Background: an optimization exercise with open tools, aiming at small area, a short achievable clock period and few clock cycles per item. Do not read the settings as production practice.
Function was checked by simulation only, so behaviour that the tests miss may differ from the original.
No activity file was given, so power comes from the tool's default toggle rates.

==> flow/design.v (excerpt) <==
module linear_scan_register_allocator_unit #(
  parameter int MAX_REGS = lsra_pkg::MAX_REGS_DEF
) (
  input  logic                        clk,
  input  logic                        rst_n,
  input  logic                        in_valid,
  output logic                        in_ready,
  input  logic [lsra_pkg::VAR_W-1:0]   in_var_id,
  input  logic [lsra_pkg::POINT_W-1:0] in_start_point,
  input  logic [lsra_pkg::POINT_W-1:0] in_end_point,
  output logic                        out_valid,
  input  logic                        out_ready,
  output logic [lsra_pkg::VAR_W-1:0]   out_var,
  output logic                        out_spilled,
  output logic [lsra_pkg::REG_IDX_W-1:0] out_reg_index,
  output logic [lsra_pkg::SLOT_W-1:0]  out_stack_slot,
  output logic                        out_last,
  input  logic                        psel,
  input  logic                        penable,
  input  logic                        pwrite,
  input  logic [lsra_pkg::CFG_AW-1:0] paddr,
  input  logic [lsra_pkg::CFG_DW-1:0] pwdata,
  output logic [lsra_pkg::CFG_DW-1:0] prdata,
  output logic                        pready
);
clock: 8.0 ns
lec_check: 0
abc_area: 1
cap_margin: 20
core_margin: 2
core_utilization: 30
cts_cluster_diameter: 100
cts_cluster_size: 25
setup_slack_margin: 4.5
slew_margin: 20
run.sh (not shown) runs the stock make flow with config.mk's settings and CLKGATE_MAP_FILE= SYNTH_SCRIPT=/design/flow/synth_recipe.tcl, a recipe that flattens the netlist after the stock synthesis.
Testbench counts at the start, summed over its fixed seeds: cycles 14,328, items 12,000.
Rerun with:
--- a/flow/config.mk
+++ b/flow/config.mk
@@ -11 +11 @@
-export CORE_UTILIZATION = 30
+export CORE_UTILIZATION = 40
@@ -14 +14 @@
-export SETUP_SLACK_MARGIN = 4.5
+export SETUP_SLACK_MARGIN = 4.65
Outcome: Die area shrinks by 25%; core utilization grows by 11 points; cell area shrinks by 1.7%; worst hold slack gains 0.010 ns; via count shrinks by 0.69%; sequential power is about the same; worst setup slack loses 0.011 ns; wire length shrinks by 3.1%; total power shrinks by 1.3%.
Rerun with:
--- a/flow/config.mk
+++ b/flow/config.mk
@@ -9 +9 @@
-export CAP_MARGIN = 20
+export CAP_MARGIN = 0
@@ -14,2 +14,2 @@
-export SETUP_SLACK_MARGIN = 4.65
-export SLEW_MARGIN = 20
+export SETUP_SLACK_MARGIN = 4.5
+export SLEW_MARGIN = 0
- The new run completed with no timing, DRC or antenna violations
- synthesized area does not change
- count of clock-buffer cells in the layout does not change
- worst setup slack degrades by 0.0066 ns
- first-iteration DRC count falls by 12%
- cell count fell by 0.43%
Rerun with:
--- a/flow/config.mk
+++ b/flow/config.mk
@@ -9 +9 @@
-export CAP_MARGIN = 0
+export CAP_MARGIN = 20
@@ -12,4 +12,2 @@
-export CTS_CLUSTER_DIAMETER = 100
-export CTS_CLUSTER_SIZE = 25
-export SETUP_SLACK_MARGIN = 4.5
-export SLEW_MARGIN = 0
+export SETUP_SLACK_MARGIN = 4.75
+export SLEW_MARGIN = 20
What happened:
- The new run passed the timing, DRC and antenna checks
- setup slack improves by 0.020 ns
- synthesized cell count does not change
- synthesized area is unchanged
- total power rises by 21%
Rerun with:
--- a/flow/config.mk
+++ b/flow/config.mk
@@ -8 +7,0 @@
-export ABC_AREA = 1
@@ -11,2 +10,2 @@
-export CORE_UTILIZATION = 40
-export SETUP_SLACK_MARGIN = 4.75
+export CORE_UTILIZATION = 55
+export SETUP_SLACK_MARGIN = 4.5
Result: Power goes up by 2.0%; combinational power goes up by 4.0%; utilization goes up by 19 points; cell area goes down by 1.2%.
Rerun with:
--- a/flow/config.mk
+++ b/flow/config.mk
@@ -7,0 +8 @@
+export ABC_AREA = 1
@@ -10 +11,3 @@
-export CORE_UTILIZATION = 55
+export CORE_UTILIZATION = 40
+export CTS_CLUSTER_DIAMETER = 150
+export CTS_CLUSTER_SIZE = 20
Result:
- The new run ran to the end with no violations
- setup slack improved by 0.097 ns
- worst hold slack improves by 0.0057 ns
- utilization decreases by 21 points
- die area is higher by 41%

* * *

Another version of the RTL of linear_scan_register_allocator_unit (not shown whole).
Size in the first run: about 3500 cells after synthesis, ~700 flip-flops, about 0.042 mm2 of cells after synthesis.
make LEC_CHECK=0 CAP_MARGIN=20 CORE_MARGIN=2 CORE_UTILIZATION=40 SLEW_MARGIN=20 finish   # period 8.0 ns
The baseline finished clean.
Testbench counts at the start, summed over its fixed seeds: cycles 14,304, items 12,000.
Edit:
- ABC_CLOCK_PERIOD_IN_PS: unset -> 3000
Result: The new run completed without violations; clock-buffer cell count is unchanged; total power stays the same; sequential share of layout area stays the same; fmax is unchanged.

## what the ideal ports hide
The flow's constraints put no driver on any port. The routed layouts listed below were extracted and timed again, unchanged, in two steps. Step 1 (the two cells are an assumption about what drives the block):
set clk [get_ports {clk}]
set_driving_cell -lib_cell sky130_fd_sc_hd__clkbuf_16 $clk
set_driving_cell -lib_cell sky130_fd_sc_hd__buf_2 [delete_from_list [all_inputs] $clk]
Step 2 moves the port delays by t, midway between the first and last clock arrival at a register: inputs arrive t later, outputs are due t later. That takes back most of the time a late clock gives input paths. a / b / c = no drivers / after step 1 / after step 2; a / b = the first two.
run	t (ns)	slack for setup (ns)	worst setup path at the end	latest minus earliest clock arrival (ns)
the first run of note 1	0.709	4.497 / 4.447 / 4.053	input to register	0.058 / 0.058
the second run of note 1	0.722	4.486 / 4.432 / 4.257	input to register	0.044 / 0.043
the third run of note 1	0.705	4.479 / 4.440 / 4.440	input to output	0.046 / 0.046
the fourth run of note 1	0.765	4.499 / 4.450 / 4.450	input to output	0.034 / 0.034
the fifth run of note 1	0.742	4.371 / 4.371 / 4.371	register to register	0.063 / 0.063
the sixth run of note 1	0.736	4.468 / 4.399 / 4.440	input to output	0.041 / 0.041
the first run of note 2	0.726	0.516 / 0.516 / 0.516	register to register	0.045 / 0.045
the second run of note 2	0.726	0.516 / 0.516 / 0.516	register to register	0.045 / 0.045
After both steps every run listed still meets setup and hold. The setup slack of the first run of note 1, which loses most, moves by -0.050 ns with the drivers and by -0.444 ns with both steps.
